Context: an optimization exercise on an open-source flow, tuned for small area, a short achievable clock period and few clock cycles. The choices shown serve that exercise and are no tape-out recipe. Function was checked by simulation only, so behaviour that the tests miss may differ from the original. No activity file was given, so power comes from the tool's default toggle rates.

==> run K: inputs <==
==> flow/design.v <==
`default_nettype none
package mold_pkg;
	typedef struct packed {
		logic                    valid;
		logic                    last;
		logic [8-1:0] keep;
		logic [64-1:0] data;
	} axis_beat_t;
	typedef struct packed {
		logic [80-1:0] sid;
		logic [64-1:0] seq;
		logic [16-1:0]  msg_cnt;
	} mold_header_t;
	typedef struct packed {
		logic [4-1:0]  cnt;
		logic [64-1:0] data;
	} byte_push_t;
	typedef struct packed {
		logic                    valid;
		logic                    start;
		logic                    last;
		logic [8-1:0] mask;
		logic [64-1:0] data;
	} mold_word_t;
	typedef struct packed {
		logic [80-1:0] sid;
		logic [64-1:0] seq;
	} mold_id_t;
endpackage
`default_nettype wire
`timescale 1ns/1ps
`default_nettype none
module moldudp64_rx_top
(
	input  wire        clk,
	input  wire        nreset,
	input  wire        s_tvalid,
	input  wire        s_tlast,
	input  wire [7:0]  s_tkeep,
	input  wire [63:0] s_tdata,
	output logic       s_tready,
	output logic       msg_valid,
	output logic       msg_start,
	output logic       msg_last,
	output logic [7:0] msg_mask,
	output logic [63:0] msg_data,
	output logic [79:0] msg_sid,
	output logic [63:0] msg_seq
);
localparam logic [2:0] M_H0 = 3'd0;    
localparam logic [2:0] M_H1 = 3'd1;    
localparam logic [2:0] M_H2 = 3'd2;    
localparam logic [2:0] M_LEN = 3'd3;   
localparam logic [2:0] M_BODY = 3'd4;  
logic [2:0]  mode_q;
logic [63:0] w0_q;
logic [3:0]  c_q;       
logic [15:0] rem_q;     
logic [3:0]  lw_q;      
logic [3:0]  np_q;      
logic        npok_q;    
logic [3:0]  lsel_q;    
logic        lastw_q;   
logic        zl_q;      
logic        first_q;   
logic [15:0] cnt_q;     
logic        lastmsg_q;
logic        fresh_q;   
logic        want_q;    
logic        need_q;    
logic        hold_q;    
logic [79:0] sid_q;
logic [63:0] seq_q;
logic        c16_q;     
logic        iv_q;
logic        inomsg_q;
logic [63:0] in_q;
logic        ov_q, os_q, ol_q;
logic [7:0]  om_q;
logic [63:0] od_q;
logic [7:0]  win [0:15];
logic [7:0]  in_z_q, in_le8_q, w0_z_q, w0_le8_q;
logic [15:0] win_z;     
logic [15:0] win_le8;   
always_comb begin
	for (int i = 0; i < 8; i++) begin
		win[i]   = w0_q[8*i +: 8];
		win[i+8] = in_q[8*i +: 8];
	end
	win_z   = {in_z_q, w0_z_q};
	win_le8 = {in_le8_q, w0_le8_q};
end
logic [135:0] win_flat;
logic [63:0]  word;
assign win_flat = {8'h00, in_q, w0_q};
logic [103:0] word_s4;
logic [79:0]  word_s2;
assign word_s4 = c_q[2] ? win_flat[135:32] : win_flat[103:0];
assign word_s2 = c_q[1] ? word_s4[95:16] : word_s4[79:0];
assign word    = c_q[0] ? word_s2[71:8] : word_s2[63:0];
logic [7:0]  winn [0:15];
logic [15:0] winn_le8;
logic [15:0] winn_z;
always_comb begin
	for (int i = 0; i < 15; i++) begin
		winn[i]     = win[i+1];
		winn_le8[i] = win_le8[i+1];
		winn_z[i]   = win_z[i+1];
	end
	winn[15]     = 8'd0;
	winn_le8[15] = 1'b0;
	winn_z[15]   = 1'b0;
end
logic [15:0] lfield;
logic        lf_zero;
logic        lf_le8;
logic [7:0]  lf_hi;
always_comb begin
	if (mode_q == M_LEN)
		lf_hi = word[7:0];
	else if (mode_q == M_H2)
		lf_hi = in_q[39:32];
	else
		lf_hi = 8'h00;
end
assign lfield  = {lf_hi, winn[lsel_q]};
assign lf_zero = win_z[lsel_q] & winn_z[lsel_q];
assign lf_le8  = win_z[lsel_q] & winn_le8[lsel_q];
logic [15:0] hcnt;
logic        nomsg;
assign hcnt  = {in_q[23:16], in_q[31:24]};
assign nomsg = inomsg_q;
logic       emit;
logic       seq_evt;
logic       load_len;
logic       msg_end;
logic [2:0] mode_n;
logic [4:0] cn;        
logic       comb;      
always_comb begin
	emit     = 1'b0;
	seq_evt  = 1'b0;
	load_len = 1'b0;
	msg_end  = 1'b0;
	comb     = 1'b0;
	mode_n   = mode_q;
	cn       = {1'b0, c_q};
	case (mode_q)
		M_H0: mode_n = M_H1;
		M_H1: mode_n = M_H2;
		M_H2: begin
			if (nomsg) begin
				mode_n = M_H0;
			end else begin
				load_len = 1'b1;
				mode_n   = M_BODY;
				cn       = 5'd14;
			end
		end
		M_LEN: begin
			if (!c_q[3]) begin
				load_len = 1'b1;
				mode_n   = M_BODY;
				cn       = {1'b0, c_q} + 5'd2;
			end
		end
		default: begin
			if (c_q[3]) begin
			end else if (zl_q) begin
				seq_evt = 1'b1;
				msg_end = 1'b1;
				if (lastmsg_q) begin
					if (c_q == 4'd0) begin
						mode_n = M_H1;
					end else begin
						mode_n = M_H0;
						cn     = 5'd8;
					end
				end else begin
					mode_n = M_LEN;
				end
			end else if (!lastw_q) begin
				emit    = 1'b1;
				seq_evt = first_q;
				cn      = {1'b0, c_q} + 5'd8;
			end else begin
				emit    = 1'b1;
				seq_evt = first_q;
				msg_end = 1'b1;
				if (lastmsg_q) begin
					mode_n = M_H0;
					cn     = (np_q > 4'd8) ? 5'd16 : 5'd8;
				end else begin
					load_len = 1'b1;
					comb     = 1'b1;
					cn       = {1'b0, np_q} + 5'd2;
				end
			end
		end
	endcase
end
logic act;
logic accept;
assign act      = !hold_q && (!need_q || iv_q);
assign accept   = want_q && iv_q;
assign s_tready = !iv_q || want_q;
always_ff @(posedge clk) begin
	if (!nreset)
		iv_q <= 1'b0;
	else if (s_tready)
		iv_q <= s_tvalid;
end
always_ff @(posedge clk) begin
	if (s_tready && s_tvalid) begin
		in_q <= s_tdata;
		inomsg_q <= s_tlast && !s_tkeep[4];
		for (int i = 0; i < 8; i++) begin
			in_z_q[i]   <= (s_tdata[8*i +: 8] == 8'd0);
			in_le8_q[i] <= (s_tdata[8*i +: 8] <= 8'd8);
		end
	end
end
logic [2:0] mode_nb;
always_comb begin
	mode_nb = mode_n;
	if (mode_n == M_H0 && accept && mode_q == M_BODY && cn == 5'd8)
		mode_nb = M_H1;
end
logic [4:0] c_nb;
assign c_nb = accept ? cn - 5'd8 : cn;
logic       fb;
logic [4:0] c_fb;
assign fb   = comb && (np_q >= 4'd14 || !win_z[lsel_q]);
assign c_fb = accept ? {1'b0, np_q} - 5'd8 : {1'b0, np_q};
logic [2:0] mode_adv;
logic [4:0] c_adv;
assign mode_adv = fb ? M_LEN : mode_nb;
assign c_adv    = fb ? c_fb : c_nb;
logic [2:0] mode_d;
logic [3:0] c_d;
logic       lastw_nl;   
logic       lastw_d;
logic       zl_d;
logic       lastmsg_d;
logic       npok_d;
logic [3:0] np_src;
always_comb begin
	lastw_nl = (act && emit && !lastw_q) ? (rem_q <= 16'd16) : lastw_q;
	mode_d    = act ? mode_adv : mode_q;
	c_d       = act ? c_adv[3:0] : c_q;
	lastw_d   = (act && load_len) ? lf_le8 : lastw_nl;
	zl_d      = (act && load_len) ? lf_zero : zl_q;
	lastmsg_d = lastmsg_q;
	if (act) begin
		if (msg_end)
			lastmsg_d = (cnt_q == 16'd2);
		if (mode_q == M_H2)
			lastmsg_d = (hcnt == 16'd1);
	end
	npok_d = !(act && load_len);
	np_src = c_q[3] ? lw_q : c_q + lw_q;
end
logic hz_next;   
logic np_odd;
assign np_odd  = c_q[3] ? lw_q[0] : (c_q[0] ^ lw_q[0]);
assign hz_next = accept ? (np_odd ? win_z[15] : win_z[14])
                        : (np_odd ? win_z[7]  : win_z[6]);
function automatic logic np_ge(input logic [3:0] c, input logic [3:0] lw, input int k);
	np_ge = 1'b0;
	if (c[3]) begin
		np_ge = ({28'd0, lw} >= k);
	end else begin
		for (int i = 0; i < 8; i++)
			if (c[2:0] == 3'(i) && {28'd0, lw} >= k - i)
				np_ge = 1'b1;
	end
endfunction
logic [3:0] np_cmp;   
assign np_cmp = {np_ge(c_q, lw_q, 9), np_ge(c_q, lw_q, 8),
                 np_ge(c_q, lw_q, 7), np_ge(c_q, lw_q, 6)};
function automatic logic [2:0] ctl(input logic [2:0] m, input logic [3:0] c,
	input logic lastw, input logic zl, input logic lastmsg, input logic npok,
	input logic [3:0] npc, input logic hzn);
	logic want, need, hold;
	want = 1'b1;
	need = 1'b1;
	hold = 1'b0;
	if (m == M_H0 || m == M_H1 || m == M_H2 || c[3]) begin
		want = 1'b1;
		need = 1'b1;
	end else if (m == M_LEN) begin
		want = (c >= 4'd6);
		need = (c == 4'd7);
	end else if (!npok) begin
		want = !lastw;
		need = !lastw && (c != 4'd0);
		hold = lastw;
	end else if (zl) begin
		want = lastmsg && (c != 4'd0);
		need = 1'b0;
	end else if (!lastw) begin
		want = 1'b1;
		need = (c != 4'd0);
	end else if (lastmsg) begin
		want = 1'b1;
		need = npc[3];
	end else begin
		want = npc[2] || (npc[0] && hzn);
		need = npc[1];
	end
	ctl = {want, need, hold};
endfunction
logic [2:0] ctl_idle, ctl_fb, ctl_nb0, ctl_nb1, ctl_d;
always_comb begin
	ctl_idle = ctl(mode_q, c_q, lastw_q, zl_q, lastmsg_q, 1'b1, np_cmp, hz_next);
	ctl_fb   = ctl(M_LEN, c_fb[3:0], lastw_nl, zl_q, lastmsg_d, 1'b0, np_cmp, hz_next);
	ctl_nb0  = ctl(mode_nb, c_nb[3:0], load_len ? 1'b0 : lastw_nl, zl_q, lastmsg_d,
	               !load_len, np_cmp, hz_next);
	ctl_nb1  = ctl(mode_nb, c_nb[3:0], load_len ? 1'b1 : lastw_nl, zl_q, lastmsg_d,
	               !load_len, np_cmp, hz_next);
	if (!act)
		ctl_d = ctl_idle;
	else if (fb)
		ctl_d = ctl_fb;
	else
		ctl_d = lf_le8 ? ctl_nb1 : ctl_nb0;
end
logic want_d, need_d, hold_d;
assign {want_d, need_d, hold_d} = ctl_d;
function automatic logic [3:0] lpos(input logic [2:0] m, input logic [3:0] c,
	input logic [3:0] np);
	if (m == M_H2)
		lpos = 4'd12;
	else if (m == M_LEN)
		lpos = c;
	else
		lpos = np;
endfunction
logic [3:0] lsel_d;
always_comb begin
	if (!act)
		lsel_d = lpos(mode_q, c_q, np_src);
	else if (fb)
		lsel_d = c_fb[3:0];
	else
		lsel_d = lpos(mode_nb, c_nb[3:0], np_src);
end
always_ff @(posedge clk) begin
	if (!nreset) begin
		mode_q <= M_H0;
		ov_q   <= 1'b0;
		want_q <= 1'b1;
		need_q <= 1'b1;
		hold_q <= 1'b0;
	end else begin
		mode_q <= mode_d;
		ov_q   <= act && emit;
		want_q <= want_d;
		need_q <= need_d;
		hold_q <= hold_d;
	end
end
always_ff @(posedge clk) begin
	if (accept) begin
		w0_q     <= in_q;
		w0_z_q   <= in_z_q;
		w0_le8_q <= in_le8_q;
	end
	c_q       <= c_d;
	lastw_q   <= lastw_d;
	zl_q      <= zl_d;
	lastmsg_q <= lastmsg_d;
	npok_q    <= npok_d;
	np_q      <= np_src;
	lsel_q    <= lsel_d;
	if (act) begin
		if (emit) begin
			first_q <= 1'b0;
			if (!lastw_q)
				rem_q <= rem_q - 16'd8;
		end
		if (load_len) begin
			rem_q   <= lfield;
			lw_q    <= (lfield[2:0] == 3'd0) ? 4'd8 : {1'b0, lfield[2:0]};
			first_q <= 1'b1;
		end
		if (msg_end)
			cnt_q <= cnt_q - 16'd1;
		if (mode_q == M_H2)
			cnt_q <= hcnt;
	end
end
always_ff @(posedge clk) begin
	if (act) begin
		if (mode_q == M_H1) begin
			sid_q        <= {w0_q[7:0], w0_q[15:8], w0_q[23:16], w0_q[31:24],
			                 w0_q[39:32], w0_q[47:40], w0_q[55:48], w0_q[63:56],
			                 in_q[7:0], in_q[15:8]};
			seq_q[63:16] <= {in_q[23:16], in_q[31:24], in_q[39:32],
			                 in_q[47:40], in_q[55:48], in_q[63:56]};
		end else if (mode_q == M_H2) begin
			seq_q[15:0] <= {in_q[7:0], in_q[15:8]};
			c16_q       <= (in_q[15:0] == 16'hffff);
			fresh_q     <= 1'b1;
		end else if (seq_evt) begin
			if (!fresh_q) begin
				seq_q[15:0]  <= seq_q[15:0] + 16'd1;
				seq_q[63:16] <= seq_q[63:16] + {47'd0, c16_q};
				c16_q        <= (seq_q[15:0] == 16'hfffe);
			end
			fresh_q <= 1'b0;
		end
	end
end
always_ff @(posedge clk) begin
	os_q <= first_q;
	ol_q <= lastw_q;
	od_q <= word;
	for (int i = 0; i < 8; i++)
		om_q[i] <= !lastw_q || (i < lw_q);
end
assign msg_valid = ov_q;
assign msg_start = os_q;
assign msg_last  = ol_q;
assign msg_mask  = om_q;
assign msg_data  = od_q;
assign msg_sid   = sid_q;
assign msg_seq   = seq_q;
endmodule
`default_nettype wire
==> flow/flow/run.sh <==
#!/bin/bash
# Layout: the standard flow (standard.sh, all steps to finish), with
# - sky130_fd_sc_hd__buf_1 as the cell that buffers each input and output port;
# - clock tree synthesis on larger sink clusters driven by clkbuf_16 cells,
#   without dummy loads (the other CTS options are the standard ones).
# The full output of the run goes to standard.log in this folder; ORFS keeps
# each step's own log under orfs/logs.
set -uo pipefail
export BUFFER_PORTS_ARGS="-buffer_cell sky130_fd_sc_hd__buf_1"
export CTS_ARGS="-sink_clustering_enable -repair_clock_nets -dont_use_dummy_load -sink_clustering_size 25 -sink_clustering_max_diameter 60 -buf_list {sky130_fd_sc_hd__clkbuf_16}"
bash standard.sh > standard.log 2>&1
status=$?
tail -n 20 standard.log
exit $status
==> flow/standard.sh <==
#!/bin/bash
# synth_recipe.tcl (not shown) runs the flow's synth.tcl, then flattens the netlist and writes it again
# the make line also repeats each setting of config.mk as NAME=value (left out here)
make -C /OpenROAD-flow-scripts/flow DESIGN_CONFIG=/design/flow/config.mk WORK_HOME=/design/flow/orfs CLKGATE_MAP_FILE= SYNTH_SCRIPT=/design/flow/synth_recipe.tcl "${@:-finish}"
==> flow/config.mk <==
export PLATFORM = sky130hd
export DESIGN_NAME = moldudp64_rx_top
export DESIGN_NICKNAME = moldudp64_rx_top
export VERILOG_FILES = /design/flow/design.v
export SDC_FILE = /design/flow/constraint.sdc
export NUM_CORES = 4
export LEC_CHECK = 0
export CAP_MARGIN = 20
export CORE_MARGIN = 2
export CORE_UTILIZATION = 70
export SETUP_SLACK_MARGIN = 4.0
export SLEW_MARGIN = 20
export TNS_END_PERCENT = 30
==> flow/constraint.sdc <==
create_clock -name core_clock -period 6.5 [get_ports {clk}]
set_input_delay 1.3000 -clock core_clock [delete_from_list [all_inputs] [get_ports {clk}]]
set_output_delay 1.3000 -clock core_clock [all_outputs]
set_load 0.01 [all_outputs]
==> run Y (differences from run K) <==
--- a/flow/design.v
+++ b/flow/design.v
@@ -262,24 +262,9 @@
 end
 logic hz_next;   
-logic np_odd;
-assign np_odd  = c_q[3] ? lw_q[0] : (c_q[0] ^ lw_q[0]);
-assign hz_next = accept ? (np_odd ? win_z[15] : win_z[14])
-                        : (np_odd ? win_z[7]  : win_z[6]);
-function automatic logic np_ge(input logic [3:0] c, input logic [3:0] lw, input int k);
-	np_ge = 1'b0;
-	if (c[3]) begin
-		np_ge = ({28'd0, lw} >= k);
-	end else begin
-		for (int i = 0; i < 8; i++)
-			if (c[2:0] == 3'(i) && {28'd0, lw} >= k - i)
-				np_ge = 1'b1;
-	end
-endfunction
-logic [3:0] np_cmp;   
-assign np_cmp = {np_ge(c_q, lw_q, 9), np_ge(c_q, lw_q, 8),
-                 np_ge(c_q, lw_q, 7), np_ge(c_q, lw_q, 6)};
+assign hz_next = accept ? (np_src[0] ? win_z[15] : win_z[14])
+                        : (np_src[0] ? win_z[7]  : win_z[6]);
 function automatic logic [2:0] ctl(input logic [2:0] m, input logic [3:0] c,
 	input logic lastw, input logic zl, input logic lastmsg, input logic npok,
-	input logic [3:0] npc, input logic hzn);
+	input logic [3:0] np, input logic hzn);
 	logic want, need, hold;
 	want = 1'b1;
@@ -304,8 +289,8 @@
 	end else if (lastmsg) begin
 		want = 1'b1;
-		need = npc[3];
+		need = (np > 4'd8);
 	end else begin
-		want = npc[2] || (npc[0] && hzn);
-		need = npc[1];
+		want = (np >= 4'd8) || ((np >= 4'd6) && hzn);
+		need = (np >= 4'd7);
 	end
 	ctl = {want, need, hold};
@@ -313,10 +298,10 @@
 logic [2:0] ctl_idle, ctl_fb, ctl_nb0, ctl_nb1, ctl_d;
 always_comb begin
-	ctl_idle = ctl(mode_q, c_q, lastw_q, zl_q, lastmsg_q, 1'b1, np_cmp, hz_next);
-	ctl_fb   = ctl(M_LEN, c_fb[3:0], lastw_nl, zl_q, lastmsg_d, 1'b0, np_cmp, hz_next);
+	ctl_idle = ctl(mode_q, c_q, lastw_q, zl_q, lastmsg_q, 1'b1, np_src, hz_next);
+	ctl_fb   = ctl(M_LEN, c_fb[3:0], lastw_nl, zl_q, lastmsg_d, 1'b0, np_src, hz_next);
 	ctl_nb0  = ctl(mode_nb, c_nb[3:0], load_len ? 1'b0 : lastw_nl, zl_q, lastmsg_d,
-	               !load_len, np_cmp, hz_next);
+	               !load_len, np_src, hz_next);
 	ctl_nb1  = ctl(mode_nb, c_nb[3:0], load_len ? 1'b1 : lastw_nl, zl_q, lastmsg_d,
-	               !load_len, np_cmp, hz_next);
+	               !load_len, np_src, hz_next);
 	if (!act)
 		ctl_d = ctl_idle;
--- a/flow/config.mk
+++ b/flow/config.mk
@@ -8,5 +8,5 @@
 export CAP_MARGIN = 20
 export CORE_MARGIN = 2
-export CORE_UTILIZATION = 70
+export CORE_UTILIZATION = 60
 export SETUP_SLACK_MARGIN = 4.0
 export SLEW_MARGIN = 20
==> run summary <==
Area used by sequential logic in the layout: run K 12300 um^2; run Y 12300 um^2
Total half-perimeter wirelength after legalization and detailed placement: run K 44000 um; run Y 47200 um
Max Clock Skew: run K 50.4 ps; run Y 61.0 ps
Cell count after synthesis: run K 1786; run Y 1780
Register clock-pin slew on the reported worst setup and hold paths: run K 70 ps; run Y 100 ps
GRT Resource Usage Total: run K 41.6%; run Y 38.0%
Via count: run K 17500; run Y 16600
Core ar.: run K 29400 um^2; run Y 33700 um^2
Launching element of the worst setup path: run K seq_q[38]; run Y c_q[0]
Count of buffers added by post-CTS timing repair for setup: run K 36; run Y 32
Area of the multi-input gates: run K 8180 um^2; run Y 8170 um^2
Syn Area/Cell: run K 11.6 um^2; run Y 11.6 um^2
Status: run K finished clean; run Y finished clean
Internal power: run K 0.00493 W; run Y 0.00481 W
Synth Area in Compound Gates: run K 11.8%; run Y 11.6%
Share of cell area taken by multi-input logic gates: run K 33.7%; run Y 34.2%
Testbench counts of run K, summed over its fixed seeds: cycles 15,562.
Testbench counts of run Y, summed over its fixed seeds: cycles 15,562.

## re-timing with driven ports
Ports are ideal in the flow. The routed layouts listed here were re-timed in OpenROAD. Step 1: set_driving_cell puts a clkbuf_16 on clk and a buf_2 on each other input, an assumption about the parent block. Step 2 times the ports against the registers' clock, not the clock port: input delays grow and output delays shrink by t, the midpoint of the rising clock arrivals with the driver on. Three values: ideal ports, drivers, drivers and shift; two values: the first two.
| run | t, ns | setup slack, ns | hold WS [ns] | worst setup path at the end | worst data-port slew with drivers (ns) |
|---|---|---|---|---|---|
| run K | 0.565 | 3.942 / 3.887 / 3.736 | 0.442 / 0.442 / 0.442 | input to register | 0.07 |
| run Y | 0.627 | 3.898 / 3.873 / 3.709 | 0.442 / 0.442 / 0.442 | input to register | 0.07 |
After both steps setup and hold are still met in every run listed. The setup slack of run K, which loses most, moves by -0.055 ns with the drivers and by -0.206 ns with both steps.
